From an optimization exercise on the open Yosys and OpenROAD flow, aimed at small area; shortcuts taken in it are not production practice.
Where RTL was checked, it was by simulation tests only, not by an equivalence proof against the original.
Power and IR drop assume default switching activity.

==> exp/delta <==
// fp_mult_unit
module fp_mult_unit
(
    input  logic                clk,
    input  logic                rst_n,
    input  logic                clk_en,
    input  logic                start,
    input  logic [FP_WIDTH-1:0] dataa,
    input  logic [FP_WIDTH-1:0] datab,
    output logic [FP_WIDTH-1:0] result,
    output logic                done,
    output logic                busy
);
==> module fp_mult_unit, before the edit <==
module fp_mult_unit
(
    input  logic                clk,
    input  logic                rst_n,
    input  logic                clk_en,
    input  logic                start,
    input  logic [FP_WIDTH-1:0] dataa,
    input  logic [FP_WIDTH-1:0] datab,
    output logic [FP_WIDTH-1:0] result,
    output logic                done,
    output logic                busy
);
    localparam logic [4:0] C_LAST = 5'd23;
    localparam logic [4:0] C_PACK = 5'd26;
    localparam logic [4:0] C_DONE = 5'd27;
    logic                 busy_q, done_q;    
    logic [4:0]           cnt_q;
    logic [MAN_WIDTH-1:0] mc_q;         
    logic [MAN_WIDTH-1:0] mp_q;         
    logic [SIG_WIDTH-1:0] acc_q;        
    logic                 stx_q;        
    logic                 g_q, r_q, st_q;
    logic [8:0]           e_q;          
    logic                 s_q;          
    logic                 nan_q;
    logic [7:0] ea, eb;
    logic       a_z, b_z, a_ff, b_ff, a_fnz, b_fnz, nan_c;
    assign ea    = dataa[30:23];
    assign eb    = datab[30:23];
    assign a_z   = ~|ea;
    assign b_z   = ~|eb;
    assign a_ff  = &ea;
    assign b_ff  = &eb;
    assign a_fnz = |dataa[22:0];
    assign b_fnz = |datab[22:0];
    assign nan_c = (a_ff & a_fnz) | (b_ff & b_fnz) | (a_ff & b_z) | (a_z & b_ff);
    logic       accept;
    logic [7:0] xa, xb;
    logic [8:0] esum;
    logic [8:0] ec;
    assign xa    = accept ? ea : e_q[7:0];
    assign xb    = accept ? eb : 8'd0;
    assign ec[0] = 1'b1;
    genvar k;
    generate
        for (k = 0; k < 8; k++) begin : g_eadd
            assign esum[k]  = xa[k] ^ xb[k] ^ ec[k];
            assign ec[k+1]  = (xa[k] & xb[k]) | (ec[k] & (xa[k] ^ xb[k]));
        end
    endgenerate
    assign esum[8] = (e_q[8] & ~accept) ^ ec[8];
    logic [8:0] eload;
    always_comb begin
        if (accept & (a_ff | b_ff))     eload = 9'h180;    
        else if (accept & (a_z | b_z))  eload = 9'h000;    
        else                            eload = esum;
    end
    logic run, mul, last, norm, pack;
    assign accept = clk_en & start & (~busy_q | done_q);
    assign done_q = busy_q & (cnt_q == C_DONE);
    assign run    = clk_en & busy_q & ~done_q;
    assign mul    = (cnt_q <= C_LAST);
    assign last   = (cnt_q == C_LAST);
    assign norm   = (cnt_q[4:1] == 4'b1100) & acc_q[SIG_WIDTH-1];    
    assign pack   = (cnt_q == C_PACK);
    logic                 b_bit;
    logic                 p23, rbl, rnd, cin;
    logic [SIG_WIDTH-1:0] addend;
    logic [SIG_WIDTH:0]   t;
    logic [SIG_WIDTH:0]   c;
    assign g_q    = mp_q[MAN_WIDTH-1];
    assign r_q    = mp_q[MAN_WIDTH-2];
    assign st_q   = stx_q;
    assign b_bit  = last | mp_q[0];
    assign addend = (mul & b_bit) ? {1'b1, mc_q} : '0;
    assign p23    = acc_q[0] ^ mc_q[0];
    assign rbl    = g_q & (p23 | r_q | st_q);
    assign rnd    = g_q & ~r_q & (st_q | acc_q[0]);
    assign cin    = last ? rbl : (~mul & rnd);
    assign c[0] = cin;
    generate
        for (k = 0; k < SIG_WIDTH; k++) begin : g_add
            assign t[k]   = acc_q[k] ^ addend[k] ^ c[k];
            assign c[k+1] = (acc_q[k] & addend[k]) | (c[k] & (acc_q[k] ^ addend[k]));
        end
    endgenerate
    assign t[SIG_WIDTH] = c[SIG_WIDTH];
    logic step;         
    assign step = mul | norm;
    logic ovf, unf, clr;
    assign ovf = e_q[8] & (e_q[7] | (&e_q[6:0]));
    assign unf = ~e_q[8] & (~e_q[7] | ~|e_q[6:0]);
    assign clr = nan_q | ovf | unf;
    always_ff @(posedge clk or negedge rst_n) begin
        if (!rst_n) begin
            busy_q <= 1'b0;
        end else if (clk_en) begin
            if (accept)      busy_q <= 1'b1;
            else if (done_q) busy_q <= 1'b0;
        end
    end
    always_ff @(posedge clk) begin
        if (accept) e_q <= eload;
        if (accept) begin
            cnt_q <= '0;
            mc_q  <= datab[22:0];
            mp_q  <= dataa[22:0];
            acc_q <= '0;
            s_q   <= (dataa[31] ^ datab[31]) & ~nan_c;
            nan_q <= nan_c;
        end else if (run) begin
            cnt_q <= cnt_q + 5'd1;
            if (step) begin
                acc_q <= t[SIG_WIDTH:1];
                mp_q  <= {t[0], mp_q[MAN_WIDTH-1:1]};
                stx_q <= (cnt_q[4:1] != 4'd0) & (stx_q | r_q);
            end else if (pack & clr) begin
                acc_q <= {2'b00, nan_q, 21'd0};
                mp_q[MAN_WIDTH-1] <= 1'b0;
            end
            if (norm) e_q <= eload;
        end
    end
    assign result = {s_q, (ovf | nan_q) ? 8'hFF : unf ? 8'h00 : {~e_q[7], e_q[6:0]},
                     acc_q[21:0], g_q};
    assign done   = done_q;
    assign busy   = busy_q;
endmodule
Settings: LEC_CHECK=0, ABC_AREA=1, CAP_MARGIN=20, CORE_MARGIN=2, CORE_UTILIZATION=60, CTS_BUF_LIST=sky130_fd_sc_hd__clkbuf_8, PLACE_DENSITY=0.75, SLEW_MARGIN=20; clock period 12.0 ns.
standard.sh (not shown) runs the stock make flow with config.mk's settings and CLKGATE_MAP_FILE= SYNTH_SCRIPT=/design/flow/synth_recipe.tcl, a recipe that flattens the netlist after the stock synthesis.
==> flow/flow/run.sh <==
#!/bin/bash
# Standard ORFS layout with two changes:
#  - synthesis maps logic with an area-only ABC script (flow/abc_area.script):
#    no timing-driven buffering or upsizing; the resizer repairs later steps;
#  - port buffers use the smallest buffer cell.
# Registers, power grid, taps and constraints are the standard flow's.
set -euo pipefail
W=$PWD
cat > "$W/my_synth.tcl" <<EOT
proc abc {args} {
  set i [lsearch -exact \$args -script]
  if {\$i >= 0} { lset args [expr {\$i + 1}] $W/flow/abc_area.script }
  yosys abc {*}\$args
}
source $W/synth_recipe.tcl
EOT
export BUFFER_PORTS_ARGS="-buffer_cell sky130_fd_sc_hd__buf_1"
export CTS_ARGS="-sink_clustering_enable -repair_clock_nets -buf_list sky130_fd_sc_hd__clkbuf_8 -dont_use_dummy_load"
bash standard.sh SYNTH_SCRIPT="$W/my_synth.tcl" finish > make_finish.log 2>&1
==> flow/flow/abc_area.script <==
strash
dc2
dch -f
amap
strash
dc2
dch -f
amap
topo
==> exp/willow: changes against exp/delta <==
--- a/flow/design.v
+++ b/flow/design.v
@@ -68,4 +68,3 @@
     localparam logic [4:0] C_PACK = 5'd26;
-    localparam logic [4:0] C_DONE = 5'd27;
-    logic                 busy_q, done_q;    
+    logic                 busy_q, done_q;
     logic [4:0]           cnt_q;
@@ -113,3 +112,2 @@
     assign accept = clk_en & start & (~busy_q | done_q);
-    assign done_q = busy_q & (cnt_q == C_DONE);
     assign run    = clk_en & busy_q & ~done_q;
@@ -126,3 +124,3 @@
     assign r_q    = mp_q[MAN_WIDTH-2];
-    assign st_q   = stx_q;
+    assign st_q   = stx_q | (|mp_q[MAN_WIDTH-3:0]);
     assign b_bit  = last | mp_q[0];
@@ -150,2 +148,3 @@
             busy_q <= 1'b0;
+            done_q <= 1'b0;
         end else if (clk_en) begin
@@ -153,2 +152,3 @@
             else if (done_q) busy_q <= 1'b0;
+            done_q <= ~accept & run & pack;
         end
@@ -162,2 +162,3 @@
             acc_q <= '0;
+            stx_q <= 1'b0;
             s_q   <= (dataa[31] ^ datab[31]) & ~nan_c;
@@ -169,3 +170,3 @@
                 mp_q  <= {t[0], mp_q[MAN_WIDTH-1:1]};
-                stx_q <= (cnt_q[4:1] != 4'd0) & (stx_q | r_q);
+                if (~mul | last) stx_q <= stx_q | mp_q[0];
             end else if (pack & clr) begin
--- a/flow/flow/run.sh
+++ b/flow/flow/run.sh
@@ -17,3 +17,2 @@
 export BUFFER_PORTS_ARGS="-buffer_cell sky130_fd_sc_hd__buf_1"
-export CTS_ARGS="-sink_clustering_enable -repair_clock_nets -buf_list sky130_fd_sc_hd__clkbuf_8 -dont_use_dummy_load"
 bash standard.sh SYNTH_SCRIPT="$W/my_synth.tcl" finish > make_finish.log 2>&1
==> flow/flow/abc_area.script (replaced) <==
strash
dc2
dch -f
amap
topo
CORE_UTILIZATION = 40   (was 60)
PLACE_DENSITY = 0.6   (was 0.75)
==> exp/xenon: changes against exp/delta <==
--- a/flow/design.v
+++ b/flow/design.v
@@ -66,5 +66,6 @@
 );
-    localparam logic [4:0] C_LAST = 5'd23;
-    localparam logic [4:0] C_PACK = 5'd26;
-    localparam logic [4:0] C_DONE = 5'd27;
+    localparam logic [4:0] C_LOAD = 5'd8;
+    localparam logic [4:0] C_PACK = 5'd4;
+    localparam logic [4:0] C_DONE = 5'd5;
+    localparam int unsigned EB = 16;      
     logic                 busy_q, done_q;    
@@ -91,16 +92,3 @@
     logic       accept;
-    logic [7:0] xa, xb;
-    logic [8:0] esum;
-    logic [8:0] ec;
-    assign xa    = accept ? ea : e_q[7:0];
-    assign xb    = accept ? eb : 8'd0;
-    assign ec[0] = 1'b1;
-    genvar k;
-    generate
-        for (k = 0; k < 8; k++) begin : g_eadd
-            assign esum[k]  = xa[k] ^ xb[k] ^ ec[k];
-            assign ec[k+1]  = (xa[k] & xb[k]) | (ec[k] & (xa[k] ^ xb[k]));
-        end
-    endgenerate
-    assign esum[8] = (e_q[8] & ~accept) ^ ec[8];
+    logic [8:0] esum;         
     logic [8:0] eload;
@@ -111,3 +99,3 @@
     end
-    logic run, mul, last, norm, pack;
+    logic run, mul, last, top, einc, norm, pack, emode;
     assign accept = clk_en & start & (~busy_q | done_q);
@@ -115,5 +103,8 @@
     assign run    = clk_en & busy_q & ~done_q;
-    assign mul    = (cnt_q <= C_LAST);
-    assign last   = (cnt_q == C_LAST);
-    assign norm   = (cnt_q[4:1] == 4'b1100) & acc_q[SIG_WIDTH-1];    
+    assign mul    = cnt_q[4] | cnt_q[3];                           
+    assign last   = &cnt_q;
+    assign top    = (cnt_q[4:2] == 3'b000) & acc_q[SIG_WIDTH-1];
+    assign einc   = top & ~cnt_q[0];                                
+    assign norm   = top & cnt_q[0];                                 
+    assign emode  = accept | einc;
     assign pack   = (cnt_q == C_PACK);
@@ -121,3 +112,3 @@
     logic                 p23, rbl, rnd, cin;
-    logic [SIG_WIDTH-1:0] addend;
+    logic [SIG_WIDTH-1:0] addend, opa;
     logic [SIG_WIDTH:0]   t;
@@ -128,3 +119,12 @@
     assign b_bit  = last | mp_q[0];
-    assign addend = (mul & b_bit) ? {1'b1, mc_q} : '0;
+    always_comb begin
+        opa    = acc_q;
+        addend = (mul & b_bit) ? {1'b1, mc_q} : '0;
+        if (accept) begin
+            opa[EB +: 8]    = ea;
+            addend[EB +: 8] = eb;
+        end else if (einc) begin
+            opa[EB +: 8]    = e_q[7:0];
+        end
+    end
     assign p23    = acc_q[0] ^ mc_q[0];
@@ -134,6 +134,13 @@
     assign c[0] = cin;
+    genvar k;
     generate
         for (k = 0; k < SIG_WIDTH; k++) begin : g_add
-            assign t[k]   = acc_q[k] ^ addend[k] ^ c[k];
-            assign c[k+1] = (acc_q[k] & addend[k]) | (c[k] & (acc_q[k] ^ addend[k]));
+            logic ck;     
+            if (k == EB) begin : g_ci
+                assign ck = c[k] | emode;
+            end else begin : g_cn
+                assign ck = c[k];
+            end
+            assign t[k]   = opa[k] ^ addend[k] ^ ck;
+            assign c[k+1] = (opa[k] & addend[k]) | (ck & (opa[k] ^ addend[k]));
         end
@@ -141,2 +148,3 @@
     assign t[SIG_WIDTH] = c[SIG_WIDTH];
+    assign esum = {(e_q[8] & ~accept) ^ t[SIG_WIDTH], t[EB +: 8]};
     logic step;         
@@ -146,3 +154,3 @@
     assign unf = ~e_q[8] & (~e_q[7] | ~|e_q[6:0]);
-    assign clr = nan_q | ovf | unf;
+    assign clr = ovf | unf;           
     always_ff @(posedge clk or negedge rst_n) begin
@@ -158,3 +166,3 @@
         if (accept) begin
-            cnt_q <= '0;
+            cnt_q <= C_LOAD;
             mc_q  <= datab[22:0];
@@ -169,3 +177,3 @@
                 mp_q  <= {t[0], mp_q[MAN_WIDTH-1:1]};
-                stx_q <= (cnt_q[4:1] != 4'd0) & (stx_q | r_q);
+                stx_q <= (cnt_q[4:1] != 4'b0100) & (stx_q | r_q);
             end else if (pack & clr) begin
@@ -174,6 +182,6 @@
             end
-            if (norm) e_q <= eload;
+            if (einc) e_q <= eload;
         end
     end
-    assign result = {s_q, (ovf | nan_q) ? 8'hFF : unf ? 8'h00 : {~e_q[7], e_q[6:0]},
+    assign result = {s_q, ovf ? 8'hFF : unf ? 8'h00 : {~e_q[7], e_q[6:0]},
                      acc_q[21:0], g_q};
==> exp/nickel: changes against exp/delta <==
--- a/flow/design.v
+++ b/flow/design.v
@@ -66,5 +66,5 @@
 );
-    localparam logic [4:0] C_LAST = 5'd23;
-    localparam logic [4:0] C_PACK = 5'd26;
-    localparam logic [4:0] C_DONE = 5'd27;
+    localparam logic [4:0] C_LOAD = 5'd8;
+    localparam logic [4:0] C_PACK = 5'd2;
+    localparam logic [4:0] C_DONE = 5'd3;
     logic                 busy_q, done_q;    
@@ -115,5 +115,5 @@
     assign run    = clk_en & busy_q & ~done_q;
-    assign mul    = (cnt_q <= C_LAST);
-    assign last   = (cnt_q == C_LAST);
-    assign norm   = (cnt_q[4:1] == 4'b1100) & acc_q[SIG_WIDTH-1];    
+    assign mul    = cnt_q[4] | cnt_q[3];                           
+    assign last   = &cnt_q;
+    assign norm   = (cnt_q[4:1] == 4'b0000) & acc_q[SIG_WIDTH-1];    
     assign pack   = (cnt_q == C_PACK);
@@ -146,3 +146,3 @@
     assign unf = ~e_q[8] & (~e_q[7] | ~|e_q[6:0]);
-    assign clr = nan_q | ovf | unf;
+    assign clr = ovf | unf;           
     always_ff @(posedge clk or negedge rst_n) begin
@@ -158,3 +158,3 @@
         if (accept) begin
-            cnt_q <= '0;
+            cnt_q <= C_LOAD;
             mc_q  <= datab[22:0];
@@ -169,3 +169,3 @@
                 mp_q  <= {t[0], mp_q[MAN_WIDTH-1:1]};
-                stx_q <= (cnt_q[4:1] != 4'd0) & (stx_q | r_q);
+                stx_q <= (cnt_q[4:1] != 4'b0100) & (stx_q | r_q);
             end else if (pack & clr) begin
@@ -177,3 +177,3 @@
     end
-    assign result = {s_q, (ovf | nan_q) ? 8'hFF : unf ? 8'h00 : {~e_q[7], e_q[6:0]},
+    assign result = {s_q, ovf ? 8'hFF : unf ? 8'h00 : {~e_q[7], e_q[6:0]},
                      acc_q[21:0], g_q};
==> flow/flow/abc_area.script (replaced) <==
strash
dc2
dch -f
map -a
strash
dch -f
amap
topo
CORE_UTILIZATION = 80   (was 60)
PLACE_DENSITY = 0.9   (was 0.75)
==> comparison <==
Of exp/nickel and exp/xenon, exp/xenon has the higher register-to-register slack (gap 0.59 ns).
Against exp/nickel, the sequential share of layout area of exp/delta is lower by 0.33 points.
Area after synthesis, highest first: exp/willow, exp/delta, exp/nickel, exp/xenon.
In exp/nickel the core utilization is higher than in exp/delta, by 22 points.
Of exp/xenon and exp/nickel, exp/xenon has the higher non-clock buffer count (gap 2).
Via count: exp/nickel > exp/willow > exp/xenon > exp/delta.
In final area, exp/xenon and exp/nickel hardly differ.
In exp/xenon the wire length is larger than in exp/delta, by 5.4%.
Critical path depth: exp/delta is lower than exp/xenon (3).
Of exp/willow and exp/nickel, exp/nickel has the higher combinational power (gap 10%, measured against exp/nickel).
==> figures <==
                                                                     exp/nickel       exp/delta      exp/willow       exp/xenon
Proportion of power drawn by the clock network                            0.132           0.140           0.173           0.135
Routing usage on met1                                                     0.445           0.312           0.229           0.370
Synthesized-area fraction occupied by adder cells                         0.151           0.147           0.145           0.120
Transition at the pin with the smallest max-transition slack           0.977 ns        0.946 ns        0.940 ns         1.03 ns
Power per standard cell area                                         246 mW/mm²      227 mW/mm²      236 mW/mm²      241 mW/mm²
Detailed placer's ending HPWL                                           7290 µm         6630 µm         7580 µm         7030 µm
Register share of the cell area                                           0.460           0.457           0.440           0.460
Critical hold path startpoint                                            e_q[7]        acc_q[6]           stx_q       acc_q[22]
Status                                                           finished clean  finished clean  finished clean  finished clean
Multi-In Gates                                                              229             236             237             229
Synthesized-area fraction occupied by ao, oa, aoi and oai cells           0.143           0.141           0.146           0.175
Fraction of power consumed by sequential logic                            0.421           0.440           0.429           0.426
Routed wire length                                                    10,600 µm         8910 µm       10,200 µm         9390 µm
Total area of sequential cells                                      0.00226 mm²     0.00226 mm²     0.00227 mm²     0.00226 mm²
Register bit count reported by yosys                                         88              88              89              88
Final Worst Setup Slack                                                0.485 ns        0.493 ns        0.561 ns         1.08 ns
Async S/R FF share, synth                                                0.0114          0.0114          0.0225          0.0114
Fraction of layout instances using a drive strength above 1              0.0460          0.0286          0.0538          0.0286
Worst r2r path cells                                                         33              33              34              36
Sequential-cell power consumption                                      0.509 mW        0.494 mW        0.522 mW        0.503 mW
RSZ-0062 raised after global routing                                      false               -           false           false
Capture instance of the worst register-to-register path               acc_q[22]       acc_q[22]       acc_q[22]          e_q[7]
For exp/delta, only the layout was checked, not whether the RTL still works.

## static timing again, ports no longer ideal
The flow's constraints put no driver on any port. The routed layouts listed below were extracted and timed again, unchanged, in two steps.
Step 1: set_driving_cell puts a clkbuf_16 on clk and a buf_2 on each other input, an assumption about the parent block.
Step 2, shift: input delay + t, output delay - t, t = (earliest + latest rising clock arrival at the registers) / 2. This alone moves slack from input paths to output paths.
a / b / c = ideal ports / drivers / drivers and shift; a / b = the first two.
| run | t (ns) | slack for setup (ns) | worst setup path after step 2 |
|---|---|---|---|
| exp/delta | 0.369 | 0.493 / 0.493 / 0.493 | register to register |
| exp/willow | 0.398 | 0.561 / 0.561 / 0.561 | register to register |
| exp/xenon | 0.378 | 1.075 / 1.075 / 1.075 | register to register |
| exp/nickel | 0.386 | 0.485 / 0.485 / 0.485 | register to register |
After both steps every run listed still meets setup and hold.
